This is an optimization exercise on Yosys and OpenROAD, whose aim is a short achievable clock period and few clock cycles, not a production implementation.
Function was checked by simulation only, so behaviour that the tests miss may differ from the original.

<file path="flow/config.mk">
export PLATFORM = sky130hd
export DESIGN_NAME = piecewise_linear_interpolator_core
export DESIGN_NICKNAME = piecewise_linear_interpolator_core
export VERILOG_FILES = /design/flow/design.v
export SDC_FILE = /design/flow/constraint.sdc
export NUM_CORES = 4
export LEC_CHECK = 0
export CAP_MARGIN = 20
export CORE_MARGIN = 2
export CORE_UTILIZATION = 40
export PLACE_DENSITY = 0.6
export SETUP_SLACK_MARGIN = 1
export SLEW_MARGIN = 20
</file>
<file path="flow/constraint.sdc">
create_clock -name core_clock -period 10.0 [get_ports {i_clk}]
set_input_delay 2.0000 -clock core_clock [delete_from_list [all_inputs] [get_ports {i_clk}]]
set_output_delay 2.0000 -clock core_clock [all_outputs]
set_load 0.01 [all_outputs]
</file>
<file path="flow/design.v">
`timescale 1ns / 1ps
package plc_pkg;
    localparam int MAX_POINTS_DEF  = 7;
    localparam int COORD_BITS_DEF  = 16;
    localparam int MIN_POINTS      = 2;
    localparam int SAMPLE_W   = 17;
    localparam int VALUE_W    = 32;
    localparam int SEG_W      = 3;
    localparam int PCOUNT_W   = 3;
    localparam int CFG_IDX_W  = 4;
    localparam int CFG_DATA_W = 32;
    localparam int PX_LSB     = 16;
    localparam logic [CFG_IDX_W-1:0] REG_POINT_COUNT = 4'd0;
    localparam logic [CFG_IDX_W-1:0] REG_POINT_BASE  = 4'd1;
    localparam logic [PCOUNT_W-1:0] PCOUNT_RESET = 3'd2;
    localparam logic signed [VALUE_W-1:0] VALUE_MAX = 32'sh7fff_ffff;
    localparam logic signed [VALUE_W-1:0] VALUE_MIN = 32'sh8000_0000;
    typedef struct packed {
        logic [SEG_W-1:0] seg;
        logic             bypass;   
        logic             zerr;
        logic             qneg;     
    } t_tag;
endpackage
`timescale 1ns / 1ps
module plc_regs #(
    parameter int MAX_POINTS = plc_pkg::MAX_POINTS_DEF,
    parameter int COORD_BITS = plc_pkg::COORD_BITS_DEF
) (
    input  logic                            i_clk,
    input  logic                            i_rst_n,
    input  logic                            i_cfg_valid,
    output logic                            o_cfg_ready,
    input  logic [plc_pkg::CFG_IDX_W-1:0]   i_cfg_index,
    input  logic [plc_pkg::CFG_DATA_W-1:0]  i_cfg_data,
    output logic [MAX_POINTS-1:0][COORD_BITS-1:0] o_px,
    output logic [MAX_POINTS-1:0][COORD_BITS-1:0] o_py,
    output logic [plc_pkg::PCOUNT_W-1:0]    o_n_use
);
    logic [plc_pkg::PCOUNT_W-1:0]          r_count;
    logic [MAX_POINTS-1:0][COORD_BITS-1:0] r_px;
    logic [MAX_POINTS-1:0][COORD_BITS-1:0] r_py;
    logic                         w_wr;
    assign o_cfg_ready = 1'b1;
    assign w_wr        = i_cfg_valid && o_cfg_ready;
    always_ff @(posedge i_clk) begin
        if (!i_rst_n) begin
            r_count <= plc_pkg::PCOUNT_RESET;
            for (int k = 0; k < MAX_POINTS; k++) begin
                r_px[k] <= COORD_BITS'(k == 1);
                r_py[k] <= COORD_BITS'(k == 1);
            end
        end else if (w_wr) begin
            if (i_cfg_index == plc_pkg::REG_POINT_COUNT) begin
                r_count <= i_cfg_data[plc_pkg::PCOUNT_W-1:0];
            end
            for (int k = 0; k < MAX_POINTS; k++) begin
                if (i_cfg_index == plc_pkg::CFG_IDX_W'(int'(plc_pkg::REG_POINT_BASE) + k)) begin
                    r_px[k] <= i_cfg_data[plc_pkg::PX_LSB +: COORD_BITS];
                    r_py[k] <= i_cfg_data[COORD_BITS-1:0];
                end
            end
        end
    end
    always_comb begin
        if (r_count < plc_pkg::PCOUNT_W'(plc_pkg::MIN_POINTS)) begin
            o_n_use = plc_pkg::PCOUNT_W'(plc_pkg::MIN_POINTS);
        end else if (r_count > plc_pkg::PCOUNT_W'(MAX_POINTS)) begin
            o_n_use = plc_pkg::PCOUNT_W'(MAX_POINTS);
        end else begin
            o_n_use = r_count;
        end
    end
    assign o_px = r_px;
    assign o_py = r_py;
endmodule
`timescale 1ns / 1ps
module plc_stree (
    input  logic        i_clk,
    input  logic [16:0] i_ds,
    input  logic [64:0] i_ms,
    input  logic [15:0] i_y,
    input  logic        i_r,
    output logic [33:0] o_z
);
    logic [81:0] msx;
    assign msx = {{17{i_ms[64]}}, i_ms};
    logic [81:0] l0_0;
    assign l0_0 = {82{i_ds[0]}} & (msx << 0);
    logic [81:0] l0_1;
    assign l0_1 = {82{i_ds[1]}} & (msx << 1);
    logic [81:0] l0_2;
    assign l0_2 = {82{i_ds[2]}} & (msx << 2);
    logic [81:0] l0_3;
    assign l0_3 = {82{i_ds[3]}} & (msx << 3);
    logic [81:0] l0_4;
    assign l0_4 = {82{i_ds[4]}} & (msx << 4);
    logic [81:0] l0_5;
    assign l0_5 = {82{i_ds[5]}} & (msx << 5);
    logic [81:0] l0_6;
    assign l0_6 = {82{i_ds[6]}} & (msx << 6);
    logic [81:0] l0_7;
    assign l0_7 = {82{i_ds[7]}} & (msx << 7);
    logic [81:0] l0_8;
    assign l0_8 = {82{i_ds[8]}} & (msx << 8);
    logic [81:0] l0_9;
    assign l0_9 = {82{i_ds[9]}} & (msx << 9);
    logic [81:0] l0_10;
    assign l0_10 = {82{i_ds[10]}} & (msx << 10);
    logic [81:0] l0_11;
    assign l0_11 = {82{i_ds[11]}} & (msx << 11);
    logic [81:0] l0_12;
    assign l0_12 = {82{i_ds[12]}} & (msx << 12);
    logic [81:0] l0_13;
    assign l0_13 = {82{i_ds[13]}} & (msx << 13);
    logic [81:0] l0_14;
    assign l0_14 = {82{i_ds[14]}} & (msx << 14);
    logic [81:0] l0_15;
    assign l0_15 = {82{i_ds[15]}} & (msx << 15);
    logic [81:0] l0_16;
    assign l0_16 = {82{i_ds[16]}} & ((~msx) << 16);
    logic [81:0] l0_17;
    assign l0_17 = {{18{i_y[15]}}, i_y, 31'b0, i_ds[16], 16'b0};
    logic [81:0] l0_18;
    assign l0_18 = {34'b0, {48{i_r}}};
    logic [81:0] l1_0, l1_1;
    assign l1_0 = l0_0 ^ l0_1 ^ l0_2;
    assign l1_1 = {((l0_0[80:0] & l0_1[80:0]) | (l0_0[80:0] & l0_2[80:0]) | (l0_1[80:0] & l0_2[80:0])), 1'b0};
    logic [81:0] l1_2, l1_3;
    assign l1_2 = l0_3 ^ l0_4 ^ l0_5;
    assign l1_3 = {((l0_3[80:0] & l0_4[80:0]) | (l0_3[80:0] & l0_5[80:0]) | (l0_4[80:0] & l0_5[80:0])), 1'b0};
    logic [81:0] l1_4, l1_5;
    assign l1_4 = l0_6 ^ l0_7 ^ l0_8;
    assign l1_5 = {((l0_6[80:0] & l0_7[80:0]) | (l0_6[80:0] & l0_8[80:0]) | (l0_7[80:0] & l0_8[80:0])), 1'b0};
    logic [81:0] l1_6, l1_7;
    assign l1_6 = l0_9 ^ l0_10 ^ l0_11;
    assign l1_7 = {((l0_9[80:0] & l0_10[80:0]) | (l0_9[80:0] & l0_11[80:0]) | (l0_10[80:0] & l0_11[80:0])), 1'b0};
    logic [81:0] l1_8, l1_9;
    assign l1_8 = l0_12 ^ l0_13 ^ l0_14;
    assign l1_9 = {((l0_12[80:0] & l0_13[80:0]) | (l0_12[80:0] & l0_14[80:0]) | (l0_13[80:0] & l0_14[80:0])), 1'b0};
    logic [81:0] l1_10, l1_11;
    assign l1_10 = l0_15 ^ l0_16 ^ l0_17;
    assign l1_11 = {((l0_15[80:0] & l0_16[80:0]) | (l0_15[80:0] & l0_17[80:0]) | (l0_16[80:0] & l0_17[80:0])), 1'b0};
    logic [81:0] l2_0, l2_1;
    assign l2_0 = l1_0 ^ l1_1 ^ l1_2;
    assign l2_1 = {((l1_0[80:0] & l1_1[80:0]) | (l1_0[80:0] & l1_2[80:0]) | (l1_1[80:0] & l1_2[80:0])), 1'b0};
    logic [81:0] l2_2, l2_3;
    assign l2_2 = l1_3 ^ l1_4 ^ l1_5;
    assign l2_3 = {((l1_3[80:0] & l1_4[80:0]) | (l1_3[80:0] & l1_5[80:0]) | (l1_4[80:0] & l1_5[80:0])), 1'b0};
    logic [81:0] l2_4, l2_5;
    assign l2_4 = l1_6 ^ l1_7 ^ l1_8;
    assign l2_5 = {((l1_6[80:0] & l1_7[80:0]) | (l1_6[80:0] & l1_8[80:0]) | (l1_7[80:0] & l1_8[80:0])), 1'b0};
    logic [81:0] l2_6, l2_7;
    assign l2_6 = l1_9 ^ l1_10 ^ l1_11;
    assign l2_7 = {((l1_9[80:0] & l1_10[80:0]) | (l1_9[80:0] & l1_11[80:0]) | (l1_10[80:0] & l1_11[80:0])), 1'b0};
    logic [81:0] q2_0;
    logic [81:0] q2_1;
    logic [81:0] q2_2;
    logic [81:0] q2_3;
    logic [81:0] q2_4;
    logic [81:0] q2_5;
    logic [81:0] q2_6;
    logic [81:0] q2_7;
    logic [81:0] q2_8;
    always_ff @(posedge i_clk) begin
        q2_0 <= l2_0;
        q2_1 <= l2_1;
        q2_2 <= l2_2;
        q2_3 <= l2_3;
        q2_4 <= l2_4;
        q2_5 <= l2_5;
        q2_6 <= l2_6;
        q2_7 <= l2_7;
        q2_8 <= l0_18;
    end
    logic [81:0] l3_0, l3_1;
    assign l3_0 = q2_0 ^ q2_1 ^ q2_2;
    assign l3_1 = {((q2_0[80:0] & q2_1[80:0]) | (q2_0[80:0] & q2_2[80:0]) | (q2_1[80:0] & q2_2[80:0])), 1'b0};
    logic [81:0] l3_2, l3_3;
    assign l3_2 = q2_3 ^ q2_4 ^ q2_5;
    assign l3_3 = {((q2_3[80:0] & q2_4[80:0]) | (q2_3[80:0] & q2_5[80:0]) | (q2_4[80:0] & q2_5[80:0])), 1'b0};
    logic [81:0] l3_4, l3_5;
    assign l3_4 = q2_6 ^ q2_7 ^ q2_8;
    assign l3_5 = {((q2_6[80:0] & q2_7[80:0]) | (q2_6[80:0] & q2_8[80:0]) | (q2_7[80:0] & q2_8[80:0])), 1'b0};
    logic [81:0] l4_0, l4_1;
    assign l4_0 = l3_0 ^ l3_1 ^ l3_2;
    assign l4_1 = {((l3_0[80:0] & l3_1[80:0]) | (l3_0[80:0] & l3_2[80:0]) | (l3_1[80:0] & l3_2[80:0])), 1'b0};
    logic [81:0] l4_2, l4_3;
    assign l4_2 = l3_3 ^ l3_4 ^ l3_5;
    assign l4_3 = {((l3_3[80:0] & l3_4[80:0]) | (l3_3[80:0] & l3_5[80:0]) | (l3_4[80:0] & l3_5[80:0])), 1'b0};
    logic [81:0] l5_0, l5_1;
    assign l5_0 = l4_0 ^ l4_1 ^ l4_2;
    assign l5_1 = {((l4_0[80:0] & l4_1[80:0]) | (l4_0[80:0] & l4_2[80:0]) | (l4_1[80:0] & l4_2[80:0])), 1'b0};
    logic [81:0] l6_0, l6_1;
    assign l6_0 = l5_0 ^ l5_1 ^ l4_3;
    assign l6_1 = {((l5_0[80:0] & l5_1[80:0]) | (l5_0[80:0] & l4_3[80:0]) | (l5_1[80:0] & l4_3[80:0])), 1'b0};
    logic [81:0] qf_0;
    logic [81:0] qf_1;
    always_ff @(posedge i_clk) begin
        qf_0 <= l6_0;
        qf_1 <= l6_1;
    end
    logic [81:0] sum;
    assign sum = qf_0 + qf_1;
    assign o_z = sum[81:48];
endmodule
`timescale 1ns / 1ps
module plc_div #(
    parameter int NSEG = 6
) (
    input  logic                   i_clk,
    input  logic                   i_rst_n,
    input  logic [NSEG-1:0]        i_touch,
    input  logic [NSEG:0][15:0]    i_px,
    input  logic [NSEG:0][15:0]    i_py,
    output logic [NSEG-1:0][64:0]  o_ms,
    output logic [NSEG-1:0]        o_zw,
    output logic                   o_busy
);
    function automatic logic [49:0] rdig4(
        input logic [15:0] r,
        input logic [33:0] q,
        input logic [15:0] dn,
        input logic [17:0] dn3
    );
        logic [17:0] t;
        logic [18:0] d1;
        logic [18:0] d2;
        logic [18:0] d3;
        logic [17:0] rn;
        logic [1:0]  dg;
        t  = {r, 2'b00};
        d1 = {1'b0, t} - {3'b0, dn};
        d2 = {1'b0, t} - {2'b0, dn, 1'b0};
        d3 = {1'b0, t} - {1'b0, dn3};
        if (!d3[18]) begin
            rn = d3[17:0];
            dg = 2'd3;
        end else if (!d2[18]) begin
            rn = d2[17:0];
            dg = 2'd2;
        end else if (!d1[18]) begin
            rn = d1[17:0];
            dg = 2'd1;
        end else begin
            rn = t;
            dg = 2'd0;
        end
        rdig4 = {rn[15:0], q[31:0], dg};
    endfunction
    logic [NSEG-1:0] r_dirty;
    logic            w_issue;
    logic [2:0]      w_tag;
    always_comb begin
        w_issue = 1'b0;
        w_tag   = 3'd0;
        for (int k = NSEG - 1; k >= 0; k--) begin
            if (r_dirty[k]) begin
                w_issue = 1'b1;
                w_tag   = 3'(k);
            end
        end
    end
    always_ff @(posedge i_clk) begin
        if (!i_rst_n) begin
            r_dirty <= '1;
        end else begin
            for (int k = 0; k < NSEG; k++) begin
                r_dirty[k] <= (r_dirty[k] && !(w_issue && (w_tag == 3'(k)))) || i_touch[k];
            end
        end
    end
    logic [15:0]        xa, xb, ya, yb;
    logic signed [16:0] dx;
    logic signed [16:0] dy;
    logic [15:0]        dabs;
    logic [15:0]        yabs;
    logic [3:0]         lz;
    logic [15:0]        dn;
    always_comb begin
        xa = i_px[w_tag];
        xb = i_px[w_tag + 3'd1];
        ya = i_py[w_tag];
        yb = i_py[w_tag + 3'd1];
        dx   = $signed({1'b0, xb}) - $signed({1'b0, xa});
        dy   = $signed({yb[15], yb}) - $signed({ya[15], ya});
        dabs = dx[16] ? 16'(-dx) : dx[15:0];
        yabs = dy[16] ? 16'(-dy) : dy[15:0];
        lz   = 4'd0;
        for (int i = 0; i < 16; i++) begin
            if (dabs[i]) lz = 4'(15 - i);
        end
        dn = dabs << lz;
    end
    localparam int NDS = 6;
    logic [NDS+1:0]        v;
    logic [NDS+1:0][2:0]  tg;
    logic [NDS:0][15:0]    s_dn;
    logic [NDS:0][17:0]    s_dn3;
    logic [NDS+1:0][3:0]   s_lz;
    logic [NDS:0][15:0]    s_yabs;
    logic [NDS+1:0]        s_sgn;
    logic [NDS+1:0]        s_zw;
    logic [NDS:0][15:0]    s_r;
    logic [NDS:0][33:0]    s_q;
    always_ff @(posedge i_clk) begin
        if (!i_rst_n) begin
            v <= '0;
        end else begin
            v <= {v[NDS:0], w_issue};
        end
    end
    always_ff @(posedge i_clk) begin
        tg[0]     <= w_tag;
        s_dn[0]   <= dn;
        s_dn3[0]  <= {2'b0, dn} + {1'b0, dn, 1'b0};
        s_lz[0]   <= lz;
        s_yabs[0] <= yabs;
        s_sgn[0]  <= dx[16] ^ dy[16];
        s_zw[0]   <= (dx == '0);
        s_r[0]    <= 16'h4000;
        s_q[0]    <= '0;
    end
    for (genvar g = 0; g < NDS; g++) begin : g_ds
        logic [15:0] r_c;
        logic [33:0] q_c;
        always_comb begin
            logic [49:0] st;
            r_c = s_r[g];
            q_c = s_q[g];
            for (int i = 0; i < ((g == NDS - 1) ? 2 : 3); i++) begin
                st  = rdig4(r_c, q_c, s_dn[g], s_dn3[g]);
                r_c = st[49:34];
                q_c = st[33:0];
            end
        end
        always_ff @(posedge i_clk) begin
            tg[g+1]     <= tg[g];
            s_dn[g+1]   <= s_dn[g];
            s_dn3[g+1]  <= s_dn3[g];
            s_lz[g+1]   <= s_lz[g];
            s_yabs[g+1] <= s_yabs[g];
            s_sgn[g+1]  <= s_sgn[g];
            s_zw[g+1]   <= s_zw[g];
            s_r[g+1]    <= r_c;
            s_q[g+1]    <= q_c;
        end
    end
    logic [49:0] r_p1;
    always_ff @(posedge i_clk) begin
        tg[NDS+1]    <= tg[NDS];
        s_lz[NDS+1]  <= s_lz[NDS];
        s_sgn[NDS+1] <= s_sgn[NDS];
        s_zw[NDS+1]  <= s_zw[NDS];
        r_p1         <= (s_q[NDS] + 34'(s_r[NDS] != 16'd0)) * s_yabs[NDS];
    end
    logic [64:0] p1s;
    logic [64:0] ms_n;
    always_comb begin
        p1s  = 65'(r_p1) << s_lz[NDS+1];
        ms_n = s_zw[NDS+1] ? 65'd0 : (s_sgn[NDS+1] ? -p1s : p1s);
    end
    logic [NSEG-1:0][64:0] r_ms;
    logic [NSEG-1:0]       r_zw;
    always_ff @(posedge i_clk) begin
        for (int k = 0; k < NSEG; k++) begin
            if (v[NDS+1] && (tg[NDS+1] == 3'(k))) begin
                r_ms[k] <= ms_n;
                r_zw[k] <= s_zw[NDS+1];
            end
        end
    end
    assign o_ms   = r_ms;
    assign o_zw   = r_zw;
    assign o_busy = (r_dirty != '0) || (v != '0);
endmodule
`timescale 1ns / 1ps
module piecewise_linear_interpolator_core #(
    parameter int MAX_POINTS = plc_pkg::MAX_POINTS_DEF,
    parameter int COORD_BITS = plc_pkg::COORD_BITS_DEF
) (
    input  logic                                i_clk,
    input  logic                                i_rst_n,
    input  logic                                start,
    output logic                                busy,
    input  logic signed [plc_pkg::SAMPLE_W-1:0] i_sample_in,
    output logic                                o_done,
    output logic signed [plc_pkg::VALUE_W-1:0]  o_curve_value,
    output logic [plc_pkg::SEG_W-1:0]           o_segment_index,
    output logic                                o_zero_width_error,
    output logic                                o_overflow_flag,
    input  logic                                i_cfg_valid,
    output logic                                o_cfg_ready,
    input  logic [plc_pkg::CFG_IDX_W-1:0]       i_cfg_index,
    input  logic [plc_pkg::CFG_DATA_W-1:0]      i_cfg_data
);
    localparam int NSEG = MAX_POINTS - 1;
    logic [MAX_POINTS-1:0][COORD_BITS-1:0] w_px;
    logic [MAX_POINTS-1:0][COORD_BITS-1:0] w_py;
    logic [plc_pkg::PCOUNT_W-1:0]          w_n_use;
    plc_regs #(
        .MAX_POINTS (MAX_POINTS),
        .COORD_BITS (COORD_BITS)
    ) u_regs (
        .i_clk       (i_clk),
        .i_rst_n     (i_rst_n),
        .i_cfg_valid (i_cfg_valid),
        .o_cfg_ready (o_cfg_ready),
        .i_cfg_index (i_cfg_index),
        .i_cfg_data  (i_cfg_data),
        .o_px        (w_px),
        .o_py        (w_py),
        .o_n_use     (w_n_use)
    );
    logic [NSEG-1:0] w_touch;
    always_comb begin
        for (int k = 0; k < NSEG; k++) begin
            w_touch[k] = i_cfg_valid && o_cfg_ready
                && ((i_cfg_index == plc_pkg::CFG_IDX_W'(int'(plc_pkg::REG_POINT_BASE) + k))
                 || (i_cfg_index == plc_pkg::CFG_IDX_W'(int'(plc_pkg::REG_POINT_BASE) + k + 1)));
        end
    end
    logic [NSEG-1:0][64:0] w_ms;
    logic [NSEG-1:0]       w_zw;
    logic                  w_pre_busy;
    plc_div #(
        .NSEG (NSEG)
    ) u_pre (
        .i_clk   (i_clk),
        .i_rst_n (i_rst_n),
        .i_touch (w_touch),
        .i_px    (w_px),
        .i_py    (w_py),
        .o_ms    (w_ms),
        .o_zw    (w_zw),
        .o_busy  (w_pre_busy)
    );
    assign busy = w_pre_busy;
    logic w_accept;
    assign w_accept = start && !busy;
    logic [15:0]           w_s;
    logic                  w_neg;
    logic [NSEG-1:0][16:0] w_dsk;
    logic [NSEG-1:0]       w_ge;
    logic [NSEG-1:0]       w_sel;
    logic [2:0]            w_seg;
    logic [16:0]           w_ds;
    logic [64:0]           w_msel;
    logic [15:0]           w_ysel;
    assign w_s   = i_sample_in[15:0];
    assign w_neg = i_sample_in[plc_pkg::SAMPLE_W-1];
    always_comb begin
        logic stop;
        for (int k = 0; k < NSEG; k++) begin
            w_dsk[k] = {1'b0, w_s} - {1'b0, w_px[k]};
            w_ge[k]  = !w_dsk[k][16];
        end
        stop  = 1'b0;
        w_seg = 3'd0;
        for (int k = 1; k < NSEG; k++) begin
            if (!stop && (k + 1 < int'(w_n_use)) && w_ge[k]) begin
                w_seg = 3'(k);
            end else begin
                stop = 1'b1;
            end
        end
        if (w_neg) begin
            w_seg = 3'd0;
        end
        for (int k = 0; k < NSEG; k++) begin
            w_sel[k] = (w_seg == 3'(k));
        end
        w_ds   = '0;
        w_msel = '0;
        w_ysel = '0;
        for (int k = 0; k < NSEG; k++) begin
            w_ds   = w_ds   | ({17{w_sel[k] && !w_neg}} & w_dsk[k]);
            w_msel = w_msel | ({65{w_sel[k] && !w_neg}} & w_ms[k]);
            w_ysel = w_ysel | ({16{w_sel[k]}} & w_py[k]);
        end
    end
    logic [33:0] w_z;
    plc_stree u_tree (
        .i_clk (i_clk),
        .i_ds  (w_ds),
        .i_ms  (w_msel),
        .i_y   (w_ysel),
        .i_r   (w_ds[16] ^ w_msel[64]),
        .o_z   (w_z)
    );
    logic       r_done1, r_done;
    logic [2:0] r_seg1, r_seg;
    logic       r_zerr1, r_zerr;
    always_ff @(posedge i_clk) begin
        if (!i_rst_n) begin
            r_done1 <= 1'b0;
            r_done  <= 1'b0;
        end else begin
            r_done1 <= w_accept;
            r_done  <= r_done1;
        end
    end
    always_ff @(posedge i_clk) begin
        r_seg1  <= w_seg;
        r_zerr1 <= !w_neg && w_zw[w_seg];
        r_seg   <= r_seg1;
        r_zerr  <= r_zerr1;
    end
    logic                               w_ovf;
    logic signed [plc_pkg::VALUE_W-1:0] w_value;
    always_comb begin
        w_ovf = (w_z[33:31] != 3'b000) && (w_z[33:31] != 3'b111);
        if (!w_ovf) begin
            w_value = w_z[31:0];
        end else if (w_z[33]) begin
            w_value = plc_pkg::VALUE_MIN;
        end else begin
            w_value = plc_pkg::VALUE_MAX;
        end
    end
    assign o_done             = r_done;
    assign o_curve_value      = w_value;
    assign o_segment_index    = r_seg;
    assign o_zero_width_error = r_zerr;
    assign o_overflow_flag    = w_ovf;
endmodule
</file>
<file path="flow/run.sh">
#!/bin/bash
# synth_recipe.tcl (not shown) runs the flow's synth.tcl, then flattens the netlist and writes it again
# the make line also repeats each setting of config.mk as NAME=value (left out here)
make -C /OpenROAD-flow-scripts/flow DESIGN_CONFIG=/design/flow/config.mk WORK_HOME=/design/flow/orfs CLKGATE_MAP_FILE= SYNTH_SCRIPT=/design/flow/synth_recipe.tcl finish
</file>
==> impl_metrics.yaml, run 1 <==
die:
  fp.dieW_um: 627
  die_area_um2: 393000
  fp.dieH_um: 627
  coreArea_um2: 386000
  start_util_pct: 40.2
  rows: 228
  boundaryPins: 97
min_path:
  hp-class: "reg2reg"
detailed_routing:
  final_antenna_net_count: 0
  drtIter0Drc: 9727
  wirelength_um: 485000
  num_vias: 122792
  via_per_inst: 5.37
  wl_per_cell_um: 21.2
  drc: 0
  dr.pass1.iters: 7
clocking:
  cts_sinks: 2007
  cts_tree: "built"
  numCtsBuffers: 222
  cts_hold_buf: 0
  cts_buffer_depth: 4
  cts-root-buf: "clkbuf_16"
  h-tree-depth: 4
  insertion_delay_ns: 0.88
  path_clk_slew_ns: 0.07
grt:
  groute.layer.met3.usage_pct: 3.78
  grt_pass1_wl_um: 735000
  antenna_found_initial: 32
  grt_start_max_net_pins: 112
  use_met2_pct: 40.2
  grtUsageMet1_pct: 31.6
  grt_pass1_vias: 121847
  grt-ovfl-total: 0
  gr-usage-all-layers_pct: 24.2
  grt.busiest_layer: "met2"
sta:
  finalSetupTns_ns: 0
  hold_viol: 0
  relSlewSlack_pct: 19.9
  final.setup_skew_ns: 0.0656
  slew_viol_final: 0
  rsz0062_at_grt: "yes"
  max_freq_ghz: 0.114
  whs_ns: 0.288
  worst_pin_slew_ns: 1.20
  post-route-min-period_ns: 8.78
  period_share_pct: 87.8
  setup_viol: 0
worst_setup_path:
  cp.required_ns: 10.80
  crit_fanout: 17
  critPathLaunchType: "register"
  critPathLaunch: "u_pre.s_r[64]"
  path_depth: 46
  path_buf_inv: 5
  crit_path_end: "u_pre.s_r[81]"
  crit_arrival_ns: 9.58
  end_kind: "register"
  path_class: "reg2reg"
  r2r_slack_ns: 1.22
  cp_slowest_stage_delay_ns: 0.37
  critPathTopFamily: "compound AO/OA/AOI/OAI gates"
  rr_worst_depth: 46
  timing.rr.end: "u_pre.s_r[81]"
  worstReg2RegStart: "u_pre.s_r[64]"
  critPathSlowestCell: "dfxtp_4"
logic_synthesis:
  synthFlopType: "dfxtp_1"
  syn-cell-area_um2: 155000
  yosysUniqueCellTypes: 116
  yosys_warnings: 4
  synthesis.instances: 17011
  syn_nets: 19798
  yosys-top-cells-count: "2200 x nand2_1, 1852 x inv_1, 1611 x dfxtp_1, 1589 x nor2_1, 1548 x fa_1"
  synth.area.top_cells: "dfxtp_1 21%, fa_1 20%, ha_1 9.5%, edfxtp_1 7.7%, nand2_1 5.3%"
  synth_edf_count: 396
  yosysSeqAreaShare_pct: 28.5
  yosys.area.top_type: "dfxtp_1"
  synth_most_common_cell: "nand2_1"
  ys_seq_elements: 2007
  synthArstFlopShare_pct: 0
  synth_area_per_cell_um2: 9.12
  synth_top_area_share_pct: 20.8
final_layout:
  layout-drive-gt1-share_pct: 11.5
  syn2layout_area_growth_pct: 14.8
  final_nets: 20290
  final_cells: 22882
  utilization_pct: 46.1
  fill_cells: 36738
  ff_latch_area_um2: 44200
  multi_input_area_um2: 104000
placed_design:
  place.detailed.hpwl_um: 369000
  gp_congestion: 0.964
  dp.cells: 22220
  io_buffers: 95
status:
  outcome: "finished clean"
flow_run:
  drv_cap: 0
## how the worst min path moves through the flow
stage	startpoint	end	slack, ns	cells past startpoint
6_report	u_pre.s_q[76]	u_pre.s_q[116]	0.29	0
3_5_place_dp	u_pre.s_lz[26]	u_pre.s_lz[30]	0.31	0
2_1_floorplan	r_seg1[0]	r_seg[0]	0.31	0
4_1_cts	u_pre.s_lz[7]	u_pre.s_lz[11]	0.29	0
5_1_grt	u_pre.s_lz[7]	u_pre.s_lz[11]	0.30	0
3_3_place_gp	u_pre.s_yabs[33]	u_pre.s_yabs[49]	0.31	0
## cell usage in the layout, fill, tap and decap left out, drive strengths merged, types with 51 or more instances in the layout
master         instances
nor2b                 87
clkdlybuf4s50         63
nand3                293
nand2               2202
edfxtp               396
a31oi                109
xor2                 231
or2                   55
clkbuf               298
o211ai               156
a21o                 274
xnor2                534
and2                 250
o21bai               114
fa                  1548
ha                  1182
or3                   80
a21boi               359
a211oi                76
inv                 1868
nor3                 231
a21oi                859
and3                  74
o221ai                92
mux2i                304
o21a                 134
o21ai                781
buf                  871
clkinv                51
nor2                1589
dfxtp               1611
nand2b               120
## metrics by stage
step	worst slack [ns]	cell area [µm²]
floorplan	1.00	156000
global placement	0.0104	166000
detailed placement	0.0373	166000
CTS	0.852	175000
global route	0.838	178000
finish	1.22	178000
## cell type report
class	count	share of cell area [%]
Tap cell	5175	3.64
Antenna cell	26	0.0365
Sequential cell	2007	24.8
Inverter	1856	3.93
Clock buffer	290	3.53
Timing Repair Buffer	971	4.72
Multi-Input combinational cell	12445	58.6
Clock inverter	112	0.705
## state kept, by name (all words and copies together), names as in the netlist, 24 cells and up
| register | flops |
|---|---|
| u_tree.q2_3 | 68 |
| u_tree.q2_7 | 66 |
| u_tree.q2_4 | 70 |
| u_tree.q2_1 | 68 |
| u_pre.s_lz | 32 |
| u_tree.q2_5 | 68 |
| u_pre.s_q | 124 |
| u_tree.q2_0 | 70 |
| u_pre.s_dn | 96 |
| u_tree.q2_6 | 68 |
| u_regs.r_px | 112 |
| u_tree.qf_0 | 80 |
| u_tree.qf_1 | 80 |
| u_regs.r_py | 112 |
| u_pre.r_p1 | 50 |
| u_pre.s_yabs | 112 |
| u_pre.r_ms | 390 |
| u_pre.s_r | 96 |
| u_pre.tg | 24 |
| u_tree.q2_2 | 69 |
| u_pre.s_dn3 | 102 |
## metal layers
metal  vias up  share of wire (%)  wire length, µm
met5         -              0.012               60
met4        10                4.2            20200
met3       912                6.6            31800
met2      3962                 47           228000
met1     60179                 42           204000
li1      57729                  -                -
## timing repair
action / CTS / global route
resized for setup: 236 / 536
endpoints found under the setup margin: 132 / 248
cloned: 2 / 10
pin swaps: 103 / 308
buffers inserted: 85 / 130
## worst reg2reg max path: cells and delay by family (launching register included)
family                     cells  cell delay, ns
and+or+nand+nor                9            1.31
adders and majority gates      3            0.82
buffers and inverters          5            0.92
DFF                            1            0.37
AOI/OAI and AO/OA             29            5.33
## logic make-up (layout without fill, tap and decap cells)
logic type,Yosys count,count (layout),synth area share (%)
other,1,27,0.00242
and+or+nand+nor,5190,5192,14.6
adders and majority gates,2732,2732,29.5
AOI/OAI and AO/OA,3371,3371,14.1
DFF,2007,2007,28.5
muxes,384,384,2.79
buffers and inverters,2561,3229,6.24
xor gates and xnor gates,765,765,4.33
Testbench counts, summed over its fixed seeds: cycles 6,272.
==> run 2, diff against run 1 <==
--- a/flow/config.mk
+++ b/flow/config.mk
@@ -9,5 +9,5 @@
 export CORE_MARGIN = 2
 export CORE_UTILIZATION = 40
 export PLACE_DENSITY = 0.6
-export SETUP_SLACK_MARGIN = 1
+export SETUP_SLACK_MARGIN = 3
 export SLEW_MARGIN = 20
==> run 2 against run 1 <==
Compared with the run above: first-iteration DRC count rose by 3.6%; via count rose by 3.1%; critical path depth rose by 3; synthesized cell count did not move; non-clock buffer count rose by 366; global-route usage barely moved; wire length rose by 5.7%; largest cell class unchanged.
==> impl_metrics.yaml, run 2 <==
grt:
  gr-usage-all-layers_pct: 24.1
  antenna_found_initial: 45
  grt-ovfl-total: 0
  grt_pass1_wl_um: 736000
  grt_start_max_net_pins: 130
  grt_pass1_vias: 122711
logic_synthesis:
  synth.area.top_cells: "dfxtp_1 21%, fa_1 20%, ha_1 9.5%, edfxtp_1 7.7%, nand2_1 5.3%"
  yosys-top-cells-count: "2200 x nand2_1, 1852 x inv_1, 1611 x dfxtp_1, 1589 x nor2_1, 1548 x fa_1"
  synth_edf_count: 396
  synth_area_per_cell_um2: 9.12
  yosysSeqAreaShare_pct: 28.5
  synth_most_common_cell: "nand2_1"
  syn-cell-area_um2: 155000
  synthFlopType: "dfxtp_1"
  yosysUniqueCellTypes: 116
  synthArstFlopShare_pct: 0
  syn_nets: 19798
  synth_top_area_share_pct: 20.8
  yosys.area.top_type: "dfxtp_1"
  ys_seq_elements: 2007
  yosys_warnings: 4
  synthesis.instances: 17011
sta:
  period_share_pct: 86.2
  final.setup_skew_ns: 0.0818
  relSlewSlack_pct: 18.8
  setup_viol: 0
  finalSetupTns_ns: 0
  worst_pin_slew_ns: 1.21
  slew_viol_final: 0
  setup_ws_ns: 1.38
  hold_viol: 0
  rsz0062_at_grt: "yes"
  max_freq_ghz: 0.116
  post-route-min-period_ns: 8.62
clocking:
  numCtsBuffers: 215
  cts_buffer_depth: 4
  h-tree-depth: 4
  cts_tree: "built"
  path_clk_slew_ns: 0.06
  cts-root-buf: "clkbuf_16"
  insertion_delay_ns: 0.91
  cts_sinks: 2007
  cts_hold_buf: 0
final_layout:
  fill_cells: 35708
  final_cell_mix: "2140 x nand2_1, 1771 x inv_1, 1541 x dfxtp_1, 1526 x fa_1, 1521 x nor2_1"
  top_regs: "u_pre.r_ms (390), u_pre.s_q (124)"
  largest_register_ffs: 390
  final_nets: 20657
  regMostFlops: "u_pre.r_ms"
  layout_commonest_cell: "nand2_1"
  final_cells: 23238
  syn2layout_area_growth_pct: 20.8
  layout-drive-gt1-share_pct: 17.5
  utilization_pct: 48.5
placed_design:
  place.detailed.hpwl_um: 368000
  io_buffers: 95
  post-place-ws_ns: 0.144
  dp.cells: 21994
  gp_congestion: 0.977
die:
  boundaryPins: 97
  rows: 228
  start_util_pct: 40.2
  coreArea_um2: 386000
  die_area_um2: 393000
  fp.dieW_um: 627
  fp.dieH_um: 627
detailed_routing:
  wl_per_cell_um: 22.1
  wirelength_um: 513000
  num_vias: 126606
  drc: 0
  drtIter0Drc: 10078
  dr.pass1.iters: 9
  final_antenna_net_count: 0
  via_per_inst: 5.45
worst_setup_path:
  timing.rr.end: "u_pre.s_r[85]"
  cp.required_ns: 10.77
  worstReg2RegStart: "u_pre.s_dn[68]"
  crit_arrival_ns: 9.39
  critPathLaunchType: "register"
  r2r_slack_ns: 1.38
  critPathSlowestCell: "ha_1"
  end_kind: "register"
  rr_worst_depth: 49
  path_class: "reg2reg"
  cp_slowest_stage_delay_ns: 0.43
  path_common_cell: "buf_4"
  crit_fanout: 6
flow_run:
  drv_cap: 0
min_path:
  hp-class: "reg2reg"
  hp-start: "u_pre.s_lz[12]"
  min_path_cells: 0
  hold_end: "u_pre.s_lz[16]"
status:
  outcome: "finished clean"
-- run 2: cell counts after synthesis --
Identical to the previous run, type by type.
-- run 2: through the flow --
stage | instance area (µm²) | hold slack [ns]
2_1_floorplan | 157000 | 0.310
3_3_place_gp | 165000 | 0.310
3_5_place_dp | 165000 | 0.312
4_1_cts | 176000 | 0.270
5_1_grt | 187000 | 0.270
6_report | 187000 | 0.275
-- run 2: worst max path at each step --
stage	from	end	slack (ns)	depth (start not counted)
after floorplan	u_pre.s_dn[64]	u_pre.s_r[84]	1.37	51
after global placement	i_sample_in[0]	u_tree.q2_2[80]	0.20	26
after detailed placement	u_pre.s_dn[65]	u_pre.s_r[85]	0.14	47
after CTS	u_pre.s_r[105]	u_pre.r_p1[49]	1.28	32
after global routing	u_pre.s_dn[33]	u_pre.s_r[54]	0.92	50
final	u_pre.s_dn[68]	u_pre.s_r[85]	1.38	49
-- run 2: cells by family (layout without fill, tap and decap cells) --
group	after synthesis	in the layout	synth area share (%)
multiplexers	384	384	2.79
flip-flops	2007	2007	28.5
buffers and inverters	2561	3584	6.24
XOR/XNOR	765	765	4.33
other	1	20	0.00242
AND/OR/NAND/NOR	5190	5197	14.6
AO/OA/AOI/OAI	3371	3374	14.1
adder cells (fa/ha/maj)	2732	2732	29.5
-- run 2: what timing repair did --
action | CTS | global route
gates cloned | 9 | 50
setup endpoints to repair | 757 | 765
buffers inserted | 251 | 523
pin swaps | 227 | 635
resized for setup | 501 | 1476
-- run 2: layout make-up --
cell class                      instances  area (µm²)  share of cell area, %
Antenna cell                           19        47.5                 0.0254
Clock buffer                          291        6070                   3.24
Clock inverter                        100        1120                  0.597
Inverter                             1856        7110                   3.79
Multi-Input combinational cell      12453      110000                   58.5
Sequential cell                      2007       44300                   23.6
Tap cell                             5175        6470                   3.46
Timing Repair Buffer                 1337       12700                   6.76
-- run 2: worst max-delay path: cells and delay by family (launching register included) --
kind                     cells  cell delay (ns)
AO/OA/AOI/OAI               17             3.55
adder cells (fa/ha/maj)      3             0.98
AND/OR/NAND/NOR              8             0.83
multiplexers                 1             0.14
buffers and inverters       20             2.60
flip-flops                   1             0.40
-- run 2: routing by layer --
metal / global-route usage, % / part of all wire [%] / vias up
li1: - / - / 58502
met1: 31.9 / 42 / 62495
met2: 40.2 / 47 / 4520
met3: 2.88 / 6.7 / 1077
met4: 9.43 / 5.1 / 12
met5: 0 / 0.018 / -
==> run 3, diff against run 2 <==
--- a/flow/config.mk
+++ b/flow/config.mk
@@ -11,3 +11,4 @@
 export PLACE_DENSITY = 0.6
 export SETUP_SLACK_MARGIN = 3
 export SLEW_MARGIN = 20
+export SYNTH_HIERARCHICAL = 1
==> run 3 against run 2 <==
Compared with the run above: sequential cell count unchanged; count of clock-buffer cells in the layout rose by 6; highest routed layer unchanged; register-to-register slack better by 0.50 ns; clock skew rose by 0.027 ns; first-iteration DRC count decreased by 8.5%; utilization rose by 0.37 points; largest cell class unchanged.
==> impl_metrics.yaml, run 3 <==
detailed_routing:
  final_antenna_net_count: 0
  wirelength_um: 522000
  dr.pass1.iters: 7
  num_vias: 131369
  via_per_inst: 5.53
  wl_per_cell_um: 22.0
  drc: 0
  drtIter0Drc: 9225
status:
  outcome: "finished clean"
final_layout:
  layout_commonest_cell: "nand2_1"
  largest_register_ffs: 390
  multi_input_area_um2: 118000
  final_cells: 23773
  final_cell_mix: "1870 x nand2_1, 1831 x inv_1, 1543 x fa_1, 1521 x dfxtp_1, 1010 x buf_4"
  syn2layout_area_growth_pct: 21.8
  top_regs: "u_pre.r_ms (390), u_pre.s_q (124)"
  final_nets: 21084
  fill_cells: 37014
  final_area_um2: 197000
  layout-drive-gt1-share_pct: 18.7
  utilization_pct: 48.9
  ff_latch_area_um2: 44300
  regMostFlops: "u_pre.r_ms"
sta:
  rsz0062_at_grt: "yes"
  finalSetupTns_ns: 0
  hold_viol: 0
  period_share_pct: 81.3
  post-route-min-period_ns: 8.13
  max_freq_ghz: 0.123
  setup_viol: 0
  slew_viol_final: 0
  final.setup_skew_ns: 0.109
  relSlewSlack_pct: 22.5
  worst_pin_slew_ns: 1.16
  setup_ws_ns: 1.87
worst_setup_path:
  path_buf_inv: 5
  cp_slowest_stage_delay_ns: 0.65
  cp.required_ns: 10.82
  critPathLaunchType: "register"
  path_depth: 31
  critPathSlowestCell: "a2111oi_0"
  r2r_slack_ns: 1.87
  crit_fanout: 5
  critPathTopFamily: "adder cells"
  rr_worst_depth: 31
  path_common_cell: "fa_1"
  crit_arrival_ns: 8.94
  end_kind: "register"
  path_class: "reg2reg"
logic_synthesis:
  synth_most_common_cell: "nand2_1"
  synth_area_per_cell_um2: 9.32
  yosys_warnings: 10
  ys_seq_elements: 2007
  synth.area.top_cells: "dfxtp_1 20%, fa_1 19%, ha_1 9.2%, edfxtp_1 7.4%, nand2_1 4.5%"
  yosys.area.top_type: "dfxtp_1"
  synthFlopType: "dfxtp_1"
  yosysSeqAreaShare_pct: 27.3
  yosys-top-cells-count: "1931 x nand2_1, 1928 x inv_1, 1611 x dfxtp_1, 1548 x fa_1, 1185 x ha_1"
  yosysUniqueCellTypes: 115
  synthArstFlopShare_pct: 0
  synth_top_area_share_pct: 20.0
  syn-cell-area_um2: 162000
  synth_edf_count: 396
  syn_nets: 20132
  synthesis.instances: 17342
die:
  start_util_pct: 40.2
  fp.dieW_um: 640
  boundaryPins: 97
  fp.dieH_um: 640
  die_area_um2: 409000
  coreArea_um2: 402000
  rows: 233
clocking:
  numCtsBuffers: 220
  cts-root-buf: "clkbuf_16"
  cts_hold_buf: 0
  cts_tree: "built"
  path_clk_slew_ns: 0.06
  cts_buffer_depth: 4
  insertion_delay_ns: 0.91
  h-tree-depth: 4
  cts_sinks: 2007
grt:
  antenna_found_initial: 32
  grt_start_max_net_pins: 93
  grt-ovfl-total: 0
  grt_pass1_wl_um: 793000
  grt_pass1_vias: 133868
  gr-usage-all-layers_pct: 24.8
min_path:
  hp-class: "reg2reg"
  min_path_cells: 0
placed_design:
  place.detailed.hpwl_um: 377000
  io_buffers: 95
  post-place-ws_ns: 0.731
  gp_congestion: 0.936
  place_area_um2: 172000
  dp.cells: 22382
flow_run:
  drv_cap: 0
## run 3: changes by cell type after synthesis, sizes merged, moves of 51 or more
cell | previous run | this run
a211oi | 76 | 130
a21boi | 359 | 51
a221oi | 13 | 128
inv | 1854 | 1933
nor2 | 1589 | 847
nor2b | 87 | 148
nand2 | 2202 | 1931
mux2i | 304 | 502
nand3 | 293 | 236
o211ai | 156 | 105
o21a | 134 | 203
and2 | 250 | 921
## run 3: cell type report
class	instances	area share (%)
antenna	19	0.0242
clock inverter	98	0.565
clock buffer	297	3.19
timing repair buffer	1417	6.68
inverter	1934	3.81
sequential	2007	22.5
tap	5287	3.36
multi-input combinational	12713	59.8
timing repair inverter	1	0.00318
## run 3: stage by stage
stage / hold slack, ns
floorplan: 0.310
global placement: 0.310
detailed placement: 0.312
CTS: 0.230
global route: 0.229
finish: 0.246
## run 3: timing repair
item / in CTS / in global routing
pin swaps: 536 / 428
resized for setup: 1410 / 593
buffers inserted: 703 / 238
cloned: 29 / 7
setup endpoints to repair: 694 / 711
## run 3: final timing paths
check,to,startpoint
worst max-delay path,u_pre.r_p1[48],u_pre.s_r[111]
worst min register to register,u_pre.s_yabs[46],u_pre.s_yabs[30]
worst min-delay path,u_pre.s_yabs[46],u_pre.s_yabs[30]
worst max register to register,u_pre.r_p1[48],u_pre.s_r[111]
## run 3: cell families after synthesis
| logic type | share of synthesized area, % |
|---|---|
| buffers and inverters | 6.25 |
| adders and majority gates | 28.4 |
| DFF | 27.3 |
| and+or+nand+nor | 15.1 |
| other | 0.00232 |
| muxes | 4.32 |
| xor gates and xnor gates | 4.64 |
| AOI/OAI and AO/OA | 14.0 |
## run 3: per-layer routing
layer,global-route usage [%],wire [µm],share of wire (%)
met3,3.64,31300,6.0
met2,42.2,248000,47
met1,30.7,212000,41
met4,12.3,31100,6.0
met5,0,62,0.012
## run 3: per-module statistics from Yosys, one instance, submodules excluded, a selection
module                              flip-flops and latches  cells  copies in the design  cell area (µm²)
piecewise_linear_interpolator_core                      10   1417                     1             9330
plc_stree                                              708   4703                     1            51300

## port drivers added, routing unchanged
No port has a modelled driver above. Below, the same layouts with a new extraction and two added sets of constraints.
Step 1: set_driving_cell puts a clkbuf_16 on i_clk and a buf_2 on each other input, an assumption about the parent block.
Step 2, shift: input delay + t, output delay - t, t = (earliest + latest rising clock arrival at the registers) / 2. This alone moves slack from input paths to output paths.
Slacks: ideal / step 1 / step 2; pairs: ideal / step 1.
| run | t, ns | slack for setup (ns) | worst register clock-pin slew, ns |
|---|---|---|---|
| run 1 | 0.960 | 1.222 / 1.222 / 0.430 | 0.08 / 0.08 |
| run 2 | 0.978 | 1.375 / 1.369 / 1.375 | 0.07 / 0.07 |
| run 3 | 0.977 | 1.873 / 1.873 / 1.873 | 0.07 / 0.07 |
After both steps every run listed still meets setup and hold. For run 1, which loses most, drivers alone change the setup slack by 0.000 ns; drivers and shift together by -0.792 ns.
